From an optimization exercise on the open Yosys and OpenROAD flow, aimed at small area and a short achievable clock period; shortcuts taken in it are not production practice.
RTL that was checked went through simulation tests only; none was proved equivalent to the original.
Power figures rest on the tool's default switching activity, not on a simulated workload.

==> onyx <==
==> flow/design.v <==
package seq_pkg;
  typedef logic [$clog2(8)-1:0] vid_t;
  typedef logic [$clog2(32)-1:0] vreg_t;
  typedef logic [8-1:0] vmask_t;
  typedef enum logic [3:0] {
    VADD,
    VSUB,
    VAND,
    VMUL,
    VMACC,
    VLE,
    VSE
  } op_e;
  typedef enum logic [1:0] {
    UNIT_ALU   = 2'd0,
    UNIT_MUL   = 2'd1,
    UNIT_LOAD  = 2'd2,
    UNIT_STORE = 2'd3
  } unit_e;
  typedef enum logic {
    IDLE,
    WAIT
  } seq_state_e;
  typedef struct packed {
    op_e   op;
    vreg_t vd;
    vreg_t vs1;
    vreg_t vs2;
    logic  use_vd;
    logic  use_vs1;
    logic  use_vs2;
    logic  vm;
  } seq_req_t;
  typedef struct packed {
    vid_t   id;
    op_e    op;
    unit_e  unit;
    vreg_t  vd;
    vreg_t  vs1;
    vreg_t  vs2;
    logic   vm;
    vmask_t hazard;
  } unit_req_t;
  typedef struct packed {
    logic error;
  } seq_resp_t;
  typedef struct packed {
    vmask_t store;
    vmask_t load;
    vmask_t mul;
    vmask_t alu;
  } unit_done_t;
  function automatic unit_e unit_of(op_e op);
    case (op)
      4'd3, 4'd4: unit_of = unit_e'(2'd1);
      4'd5:       unit_of = unit_e'(2'd2);
      4'd6:       unit_of = unit_e'(2'd3);
      default:    unit_of = unit_e'(2'd0);
    endcase
  endfunction
endpackage
module state_next (
  input  logic [7:0] running_i,
  input  logic [7:0] free_oh_i,
  input  logic [3:0] th0_i,
  input  logic [3:0] th1_i,
  input  logic [1:0] th2_i,
  input  logic [1:0] th3_i,
  input  logic       wait_i,
  input  logic [31:0] unit_done_i,
  input  logic       addrgen_ack_i,
  input  logic [1:0] unit_i,
  input  logic       issue_i,
  output logic [7:0] running_o,
  output logic [3:0] th0_o,
  output logic [3:0] th1_o,
  output logic [1:0] th2_o,
  output logic [1:0] th3_o,
  output logic       wait_o,
  output logic [3:0] block_o
);
  logic [7:0] done_any, stay;
  logic [3:0] down, sel;
  logic       no_done, all_run, one_free;
  logic [3:0] th0_0, th0_1, th1_0, th1_1;
  logic [1:0] th2_0, th2_1, th3_0, th3_1;
  logic       wait_0, full_0, full_1;
  logic [3:0] top_0, top_1;
  assign done_any = unit_done_i[7:0] | unit_done_i[15:8] |
                    unit_done_i[23:16] | unit_done_i[31:24];
  assign down[0]  = |unit_done_i[7:0];
  assign down[1]  = |unit_done_i[15:8];
  assign down[2]  = |unit_done_i[23:16];
  assign down[3]  = |unit_done_i[31:24];
  assign stay     = running_i & ~done_any;
  assign no_done  = ~|(running_i & done_any);
  assign all_run  = &running_i;
  assign one_free = &(running_i | free_oh_i);
  assign sel      = 4'b0001 << unit_i;
  assign running_o = stay | ({8{issue_i}} & free_oh_i);
  function automatic logic [3:0] th4_next(logic [3:0] t, logic u, logic d);
    th4_next = (u & ~d) ? {t[2:0], 1'b1} : (d & ~u) ? {1'b0, t[3:1]} : t;
  endfunction
  function automatic logic [1:0] th2_next(logic [1:0] t, logic u, logic d);
    th2_next = (u & ~d) ? {t[0], 1'b1} : (d & ~u) ? {1'b0, t[1]} : t;
  endfunction
  assign th0_0 = th4_next(th0_i, 1'b0, down[0]);
  assign th1_0 = th4_next(th1_i, 1'b0, down[1]);
  assign th2_0 = th2_next(th2_i, 1'b0, down[2]);
  assign th3_0 = th2_next(th3_i, 1'b0, down[3]);
  assign th0_1 = th4_next(th0_i, sel[0], down[0]);
  assign th1_1 = th4_next(th1_i, sel[1], down[1]);
  assign th2_1 = th2_next(th2_i, sel[2], down[2]);
  assign th3_1 = th2_next(th3_i, sel[3], down[3]);
  assign th0_o = issue_i ? th0_1 : th0_0;
  assign th1_o = issue_i ? th1_1 : th1_0;
  assign th2_o = issue_i ? th2_1 : th2_0;
  assign th3_o = issue_i ? th3_1 : th3_0;
  assign wait_0 = wait_i & ~addrgen_ack_i;
  assign wait_o = issue_i ? unit_i[1] : wait_0;
  assign full_0 = no_done & all_run;
  assign full_1 = no_done & (all_run | one_free);
  assign top_0 = {th3_0[1], th2_0[1], th1_0[3], th0_0[3]};
  assign top_1 = {th3_1[1], th2_1[1], th1_1[3], th0_1[3]};
  assign block_o = issue_i ? ({4{unit_i[1] | full_1}} | top_1)
                           : ({4{wait_0 | full_0}} | top_0);
endmodule
module issue_ctl (
  input  logic [2:0] op_i,
  input  logic       req_valid_i,
  input  logic       unit_req_ready_i,
  input  logic       addrgen_ack_i,
  input  logic       wait_i,
  input  logic       valid_i,
  input  logic [3:0] block_i,
  output logic       req_ready_o,
  output logic       resp_valid_o,
  output logic       held_o,
  output logic       issue_o,
  output logic       is_mem_o,
  output logic [1:0] unit_o,
  output logic [3:0] up_o
);
  logic is_alu, is_mul;
  assign is_alu   = ~op_i[2] & ~(op_i[1] & op_i[0]);
  assign is_mul   = (~op_i[2] & op_i[1] & op_i[0]) | (op_i[2] & ~op_i[1] & ~op_i[0]);
  assign unit_o[1] = op_i[2] & (op_i[1] | op_i[0]);
  assign unit_o[0] = (~op_i[2] & op_i[1] & op_i[0]) | (op_i[2] & ~op_i[0]);
  assign is_mem_o = unit_o[1];
  assign held_o  = valid_i & ~unit_req_ready_i;
  assign issue_o = req_valid_i & ~held_o & ~block_i[unit_o];
  assign up_o    = {4{issue_o}} & (4'b0001 << unit_o);
  assign req_ready_o  = (wait_i & addrgen_ack_i) |
                        (~held_o & (req_valid_i ? ((is_alu & ~block_i[0]) | (is_mul & ~block_i[1]))
                                                : ~wait_i));
  assign resp_valid_o = wait_i & addrgen_ack_i;
endmodule
module vector_sequencer (
  input  logic                clk_i,
  input  logic                rst_ni,
  input  logic [22:0]         req_i,
  input  logic                req_valid_i,
  output logic                req_ready_o,
  output logic                resp_o,
  output logic                resp_valid_o,
  output logic                idle_o,
  output logic [32:0]         unit_req_o,
  output logic                unit_req_valid_o,
  input  logic                unit_req_ready_i,
  input  logic [31:0]         unit_done_i,
  input  logic                addrgen_ack_i,
  input  logic                addrgen_error_i
);
  localparam int N = 8;
  logic [3:0] op;
  logic [4:0] vd, vs1, vs2;
  logic       use_vd, use_vs1, use_vs2, vm;
  assign op      = req_i[22:19];
  assign vd      = req_i[18:14];
  assign vs1     = req_i[13:9];
  assign vs2     = req_i[8:4];
  assign use_vd  = req_i[3];
  assign use_vs1 = req_i[2];
  assign use_vs2 = req_i[1];
  assign vm      = req_i[0];
  logic [1:0] unit;
  logic       is_mem;
  logic [N-1:0] running_q;
  logic [N-1:0] free_oh;
  logic [2:0]   next_id;
  always_comb begin
    for (int i = 0; i < N; i++) begin
      free_oh[i] = ~running_q[i];
      for (int j = 0; j < i; j++) free_oh[i] = free_oh[i] & running_q[j];
    end
  end
  assign next_id[0] = free_oh[1] | free_oh[3] | free_oh[5] | free_oh[7];
  assign next_id[1] = free_oh[2] | free_oh[3] | free_oh[6] | free_oh[7];
  assign next_id[2] = free_oh[4] | free_oh[5] | free_oh[6] | free_oh[7];
  logic [3:0] th0_q, th1_q, th0_d, th1_d;
  logic [1:0] th2_q, th3_q, th2_d, th3_d;
  logic [3:0] up;
  logic [3:0]   block_q, block_d;
  logic         wait_q, wait_d;
  logic [N-1:0] running_d;
  logic         held;
  logic         issue;
  issue_ctl i_issue (
    .op_i             (op[2:0]),
    .req_valid_i      (req_valid_i),
    .unit_req_ready_i (unit_req_ready_i),
    .addrgen_ack_i    (addrgen_ack_i),
    .wait_i           (wait_q),
    .valid_i          (unit_req_valid_o),
    .block_i          (block_q),
    .req_ready_o      (req_ready_o),
    .resp_valid_o     (resp_valid_o),
    .held_o           (held),
    .issue_o          (issue),
    .is_mem_o         (is_mem),
    .unit_o           (unit),
    .up_o             (up)
  );
  assign resp_o       = addrgen_error_i;
  state_next i_next (
    .running_i     (running_q),
    .free_oh_i     (free_oh),
    .th0_i         (th0_q),
    .th1_i         (th1_q),
    .th2_i         (th2_q),
    .th3_i         (th3_q),
    .wait_i        (wait_q),
    .unit_done_i   (unit_done_i),
    .addrgen_ack_i (addrgen_ack_i),
    .unit_i        (unit),
    .issue_i       (issue),
    .running_o     (running_d),
    .th0_o         (th0_d),
    .th1_o         (th1_d),
    .th2_o         (th2_d),
    .th3_o         (th3_d),
    .wait_o        (wait_d),
    .block_o       (block_d)
  );
  assign idle_o = ~|running_q;
  always_ff @(posedge clk_i or negedge rst_ni) begin
    if (!rst_ni) begin
      running_q        <= '0;
      wait_q           <= 1'b0;
      unit_req_valid_o <= 1'b0;
      block_q          <= '0;
      th0_q            <= '0;
      th1_q            <= '0;
      th2_q            <= '0;
      th3_q            <= '0;
    end else begin
      running_q        <= running_d;
      wait_q           <= wait_d;
      unit_req_valid_o <= issue | held;
      block_q          <= block_d;
      th0_q            <= th0_d;
      th1_q            <= th1_d;
      th2_q            <= th2_d;
      th3_q            <= th3_d;
    end
  end
  logic [N-1:0][4:0] wreg_q, rreg1_q, rreg2_q;
  logic [N-1:0]      wflag_q, rflag1_q, rflag2_q, rflag0_q;
  logic [N-1:0]      hazard;
  logic vs1_z, vs2_z, vd_z, rd_v0;
  assign vs1_z = (vs1 == 5'd0);
  assign vs2_z = (vs2 == 5'd0);
  assign vd_z  = (vd == 5'd0);
  assign rd_v0 = (use_vs1 & vs1_z) | (use_vs2 & vs2_z) | ~vm;
  for (genvar i = 0; i < N; i++) begin : gen_id
    logic w_vs1, w_vs2, w_vd, w_z;
    logic r1_vs1, r1_vs2, r1_vd, r1_z;
    logic r2_vs1, r2_vs2, r2_vd, r2_z;
    logic w_hit, r_hit;
    logic w_kill, r1_kill, r2_kill, r0_kill;
    assign w_vs1  = (wreg_q[i] == vs1);
    assign w_vs2  = (wreg_q[i] == vs2);
    assign w_vd   = (wreg_q[i] == vd);
    assign w_z    = (wreg_q[i] == 5'd0);
    assign r1_vs1 = (rreg1_q[i] == vs1);
    assign r1_vs2 = (rreg1_q[i] == vs2);
    assign r1_vd  = (rreg1_q[i] == vd);
    assign r1_z   = (rreg1_q[i] == 5'd0);
    assign r2_vs1 = (rreg2_q[i] == vs1);
    assign r2_vs2 = (rreg2_q[i] == vs2);
    assign r2_vd  = (rreg2_q[i] == vd);
    assign r2_z   = (rreg2_q[i] == 5'd0);
    assign w_hit = wflag_q[i] & ((use_vs1 & w_vs1) | (use_vs2 & w_vs2) |
                                 (~vm & w_z) | (use_vd & w_vd));
    assign r_hit = use_vd & ((rflag1_q[i] & r1_vd) | (rflag2_q[i] & r2_vd) |
                             (rflag0_q[i] & vd_z));
    assign hazard[i] = running_q[i] & (w_hit | r_hit);
    assign w_kill  = issue & use_vd & w_vd;
    assign r1_kill = issue & ((use_vs1 & r1_vs1) | (use_vs2 & r1_vs2) | (~vm & r1_z));
    assign r2_kill = issue & ((use_vs1 & r2_vs1) | (use_vs2 & r2_vs2) | (~vm & r2_z));
    assign r0_kill = issue & rd_v0;
    always_ff @(posedge clk_i) begin
      if (!running_q[i]) begin
        wreg_q[i]   <= vd;
        rreg1_q[i]  <= vs1;
        rreg2_q[i]  <= vs2;
        wflag_q[i]  <= use_vd;
        rflag1_q[i] <= use_vs1;
        rflag2_q[i] <= use_vs2;
        rflag0_q[i] <= ~vm;
      end else begin
        wflag_q[i]  <= wflag_q[i] & ~w_kill;
        rflag1_q[i] <= rflag1_q[i] & ~r1_kill;
        rflag2_q[i] <= rflag2_q[i] & ~r2_kill;
        rflag0_q[i] <= rflag0_q[i] & ~r0_kill;
      end
    end
  end
  logic [2:0]  id_q;
  logic [2:0]  op_q;
  logic [15:0] regs_q;
  logic [7:0]  hazard_q;
  always_ff @(posedge clk_i) begin
    if (!held) begin
      id_q     <= next_id;
      op_q     <= op[2:0];
      regs_q   <= {vd, vs1, vs2, vm};
      hazard_q <= hazard;
    end
  end
  logic [1:0] unit_q;
  assign unit_q[1] = op_q[2] & (op_q[1] | op_q[0]);
  assign unit_q[0] = (~op_q[2] & op_q[1] & op_q[0]) | (op_q[2] & ~op_q[0]);
  assign unit_req_o = {id_q, 1'b0, op_q, unit_q, regs_q, hazard_q};
endmodule
==> flow/flow/run.sh <==
#!/bin/bash
# Standard layout, with every port buffered by the smallest buffer
# (sky130_fd_sc_hd__buf_1) and timing repair free to resize cells across
# footprints (the platform limits it to same-footprint swaps); the
# resizer upsizes the port buffers where timing needs it.
set -euo pipefail
bash standard.sh "BUFFER_PORTS_ARGS=-buffer_cell sky130_fd_sc_hd__buf_1" MATCH_CELL_FOOTPRINT=0 finish > standard.log 2>&1
==> flow/standard.sh <==
#!/bin/bash
# synth_recipe.tcl (not shown) runs the flow's synth.tcl, then flattens the netlist and writes it again
# the make line also repeats each setting of config.mk as NAME=value (left out here)
make -C /OpenROAD-flow-scripts/flow DESIGN_CONFIG=/design/flow/config.mk WORK_HOME=/design/flow/orfs CLKGATE_MAP_FILE= SYNTH_SCRIPT=/design/flow/synth_recipe.tcl "${@:-finish}"
==> flow/config.mk <==
export PLATFORM = sky130hd
export DESIGN_NAME = vector_sequencer
export DESIGN_NICKNAME = vector_sequencer
export VERILOG_FILES = /design/flow/design.v
export SDC_FILE = /design/flow/constraint.sdc
export NUM_CORES = 4
export LEC_CHECK = 0
export CAP_MARGIN = 20
export CORE_MARGIN = 2
export CORE_UTILIZATION = 65
export CTS_CLUSTER_DIAMETER = 300
export CTS_CLUSTER_SIZE = 25
export SETUP_SLACK_MARGIN = 2.2
export SLEW_MARGIN = 20
export SYNTH_HIERARCHICAL = 1
export SYNTH_MINIMUM_KEEP_SIZE = 0
==> flow/constraint.sdc <==
create_clock -name core_clock -period 5.0 [get_ports {clk_i}]
set_input_delay 1.0000 -clock core_clock [delete_from_list [all_inputs] [get_ports {clk_i}]]
set_output_delay 1.0000 -clock core_clock [all_outputs]
set_load 0.01 [all_outputs]
==> xenon: changes against onyx <==
--- a/flow/design.v
+++ b/flow/design.v
@@ -76,16 +76,13 @@
   output logic [3:0] th1_o,
   output logic [1:0] th2_o,
   output logic [1:0] th3_o,
-  output logic       wait_o,
-  output logic [3:0] block_o
+  output logic       wait_o
 );
   logic [7:0] done_any, stay;
   logic [3:0] down, sel;
-  logic       no_done, all_run, one_free;
   logic [3:0] th0_0, th0_1, th1_0, th1_1;
   logic [1:0] th2_0, th2_1, th3_0, th3_1;
-  logic       wait_0, full_0, full_1;
-  logic [3:0] top_0, top_1;
+  logic       wait_0;
   assign done_any = unit_done_i[7:0] | unit_done_i[15:8] |
                     unit_done_i[23:16] | unit_done_i[31:24];
   assign down[0]  = |unit_done_i[7:0];
@@ -93,9 +90,6 @@
   assign down[2]  = |unit_done_i[23:16];
   assign down[3]  = |unit_done_i[31:24];
   assign stay     = running_i & ~done_any;
-  assign no_done  = ~|(running_i & done_any);
-  assign all_run  = &running_i;
-  assign one_free = &(running_i | free_oh_i);
   assign sel      = 4'b0001 << unit_i;
   assign running_o = stay | ({8{issue_i}} & free_oh_i);
   function automatic logic [3:0] th4_next(logic [3:0] t, logic u, logic d);
@@ -118,12 +112,6 @@
   assign th3_o = issue_i ? th3_1 : th3_0;
   assign wait_0 = wait_i & ~addrgen_ack_i;
   assign wait_o = issue_i ? unit_i[1] : wait_0;
-  assign full_0 = no_done & all_run;
-  assign full_1 = no_done & (all_run | one_free);
-  assign top_0 = {th3_0[1], th2_0[1], th1_0[3], th0_0[3]};
-  assign top_1 = {th3_1[1], th2_1[1], th1_1[3], th0_1[3]};
-  assign block_o = issue_i ? ({4{unit_i[1] | full_1}} | top_1)
-                           : ({4{wait_0 | full_0}} | top_0);
 endmodule
 module issue_ctl (
   input  logic [2:0] op_i,
@@ -200,7 +188,7 @@
   logic [3:0] th0_q, th1_q, th0_d, th1_d;
   logic [1:0] th2_q, th3_q, th2_d, th3_d;
   logic [3:0] up;
-  logic [3:0]   block_q, block_d;
+  logic [3:0]   block;
   logic         wait_q, wait_d;
   logic [N-1:0] running_d;
   logic         held;
@@ -212,7 +200,7 @@
     .addrgen_ack_i    (addrgen_ack_i),
     .wait_i           (wait_q),
     .valid_i          (unit_req_valid_o),
-    .block_i          (block_q),
+    .block_i          (block),
     .req_ready_o      (req_ready_o),
     .resp_valid_o     (resp_valid_o),
     .held_o           (held),
@@ -239,16 +227,15 @@
     .th1_o         (th1_d),
     .th2_o         (th2_d),
     .th3_o         (th3_d),
-    .wait_o        (wait_d),
-    .block_o       (block_d)
+    .wait_o        (wait_d)
   );
   assign idle_o = ~|running_q;
+  assign block  = {4{wait_q | (&running_q)}} | {th3_q[1], th2_q[1], th1_q[3], th0_q[3]};
   always_ff @(posedge clk_i or negedge rst_ni) begin
     if (!rst_ni) begin
       running_q        <= '0;
       wait_q           <= 1'b0;
       unit_req_valid_o <= 1'b0;
-      block_q          <= '0;
       th0_q            <= '0;
       th1_q            <= '0;
       th2_q            <= '0;
@@ -257,7 +244,6 @@
       running_q        <= running_d;
       wait_q           <= wait_d;
       unit_req_valid_o <= issue | held;
-      block_q          <= block_d;
       th0_q            <= th0_d;
       th1_q            <= th1_d;
       th2_q            <= th2_d;
==> flow/flow/run.sh (replaced) <==
#!/bin/bash
# Standard layout, with every port buffered by the smallest buffer
# (sky130_fd_sc_hd__buf_1); the resizer still upsizes them where timing needs it.
set -euo pipefail
bash standard.sh "BUFFER_PORTS_ARGS=-buffer_cell sky130_fd_sc_hd__buf_1" finish > standard.log 2>&1
CORE_UTILIZATION = 55   (was 65)
SETUP_SLACK_MARGIN = 2.5   (was 2.2)
==> nickel: changes against onyx <==
--- a/flow/design.v
+++ b/flow/design.v
@@ -77,7 +77,8 @@
   output logic [1:0] th2_o,
   output logic [1:0] th3_o,
   output logic       wait_o,
-  output logic [3:0] block_o
+  output logic [3:0] block_o,
+  output logic       busy_o
 );
   logic [7:0] done_any, stay;
   logic [3:0] down, sel;
@@ -98,6 +99,7 @@
   assign one_free = &(running_i | free_oh_i);
   assign sel      = 4'b0001 << unit_i;
   assign running_o = stay | ({8{issue_i}} & free_oh_i);
+  assign busy_o    = issue_i | (|stay);
   function automatic logic [3:0] th4_next(logic [3:0] t, logic u, logic d);
     th4_next = (u & ~d) ? {t[2:0], 1'b1} : (d & ~u) ? {1'b0, t[3:1]} : t;
   endfunction
@@ -205,6 +207,7 @@
   logic [N-1:0] running_d;
   logic         held;
   logic         issue;
+  logic         busy_q;
   issue_ctl i_issue (
     .op_i             (op[2:0]),
     .req_valid_i      (req_valid_i),
@@ -222,6 +225,7 @@
     .up_o             (up)
   );
   assign resp_o       = addrgen_error_i;
+  logic busy_d;
   state_next i_next (
     .running_i     (running_q),
     .free_oh_i     (free_oh),
@@ -240,12 +244,14 @@
     .th2_o         (th2_d),
     .th3_o         (th3_d),
     .wait_o        (wait_d),
-    .block_o       (block_d)
+    .block_o       (block_d),
+    .busy_o        (busy_d)
   );
-  assign idle_o = ~|running_q;
+  assign idle_o = ~busy_q;
   always_ff @(posedge clk_i or negedge rst_ni) begin
     if (!rst_ni) begin
       running_q        <= '0;
+      busy_q           <= 1'b0;
       wait_q           <= 1'b0;
       unit_req_valid_o <= 1'b0;
       block_q          <= '0;
@@ -255,6 +261,7 @@
       th3_q            <= '0;
     end else begin
       running_q        <= running_d;
+      busy_q           <= busy_d;
       wait_q           <= wait_d;
       unit_req_valid_o <= issue | held;
       block_q          <= block_d;
==> flow/flow/run.sh (replaced) <==
#!/bin/bash
# Standard layout, with every port buffered by the smallest buffer
# (sky130_fd_sc_hd__buf_1); the resizer still upsizes them where timing needs it.
set -euo pipefail
bash standard.sh "BUFFER_PORTS_ARGS=-buffer_cell sky130_fd_sc_hd__buf_1" finish > standard.log 2>&1
ABC_CLOCK_PERIOD_IN_PS = 1500   (was unset)
SETUP_SLACK_MARGIN = 2.5   (was 2.2)
==> comparison table <==
item                                                 xenon      nickel        onyx
Result of the run         no timing/DRC/antenna violations  no timing/DRC/antenna violations  no timing/DRC/antenna violations
Worst hold margin                                 0.479 ns    0.474 ns    0.475 ns
Sequential group share of total power                54.3%       55.3%       56.0%
Combinational logic power                           700 uW      675 uW      645 uW
Post-synthesis cell count                             1076        1124        1110
Total Routing Usage GR                               28.3%       32.4%       31.3%
Layout cell share with drive strength beyond 1       11.7%       8.75%       8.21%
Mean post-synth cell area                        11.3 um^2   11.0 um^2   11.1 um^2
Synthesized cell area                           12100 um^2  12300 um^2  12400 um^2
Initial standard-cell utilization of the core        55.8%       66.1%       66.1%
Synthesis-to-finish area growth                      10.7%       8.88%       7.10%
Via count of the first global-routing pass            8806        8879        8848
Smallest setup slack after layout                  1.86 ns     2.21 ns     2.24 ns
Met3 wire length                                   1920 um     2300 um     1840 um
Combinational fraction of design power               18.2%       17.4%       16.9%
Die area                                        23300 um^2  20100 um^2  20100 um^2
Internal power consumption                         2740 uW     2770 uW     2720 uW
Function not checked in xenon: the RTL went through the layout flow alone.

-- static timing again, ports no longer ideal --
No port has a modelled driver above. Below, the same layouts with a new extraction and two added sets of constraints.
Step 1 (the two cells are an assumption about what drives the block):
set clk [get_ports {clk_i}]
set_driving_cell -lib_cell sky130_fd_sc_hd__clkbuf_16 $clk
set_driving_cell -lib_cell sky130_fd_sc_hd__buf_2 [delete_from_list [all_inputs] $clk]
Step 2, shift: input delay + t, output delay - t, t = (earliest + latest rising clock arrival at the registers) / 2. This alone moves slack from input paths to output paths.
Slacks: ideal ports / drivers / drivers and shift; pairs: ideal ports / drivers.
run | t (ns) | setup WS [ns] | hold WS [ns] | slew at the worst register clock pin (ns)
onyx | 0.524 | 2.245 / 2.202 / 1.790 | 0.475 / 0.475 / 0.475 | 0.10 / 0.10
xenon | 0.510 | 1.857 / 1.810 / 1.896 | 0.479 / 0.468 / 0.479 | 0.10 / 0.10
nickel | 0.508 | 2.209 / 2.149 / 1.909 | 0.474 / 0.474 / 0.474 | 0.10 / 0.10
After both steps setup and hold are still met in every run listed. For onyx, which loses most, drivers alone change the setup slack by -0.043 ns; drivers and shift together by -0.455 ns.
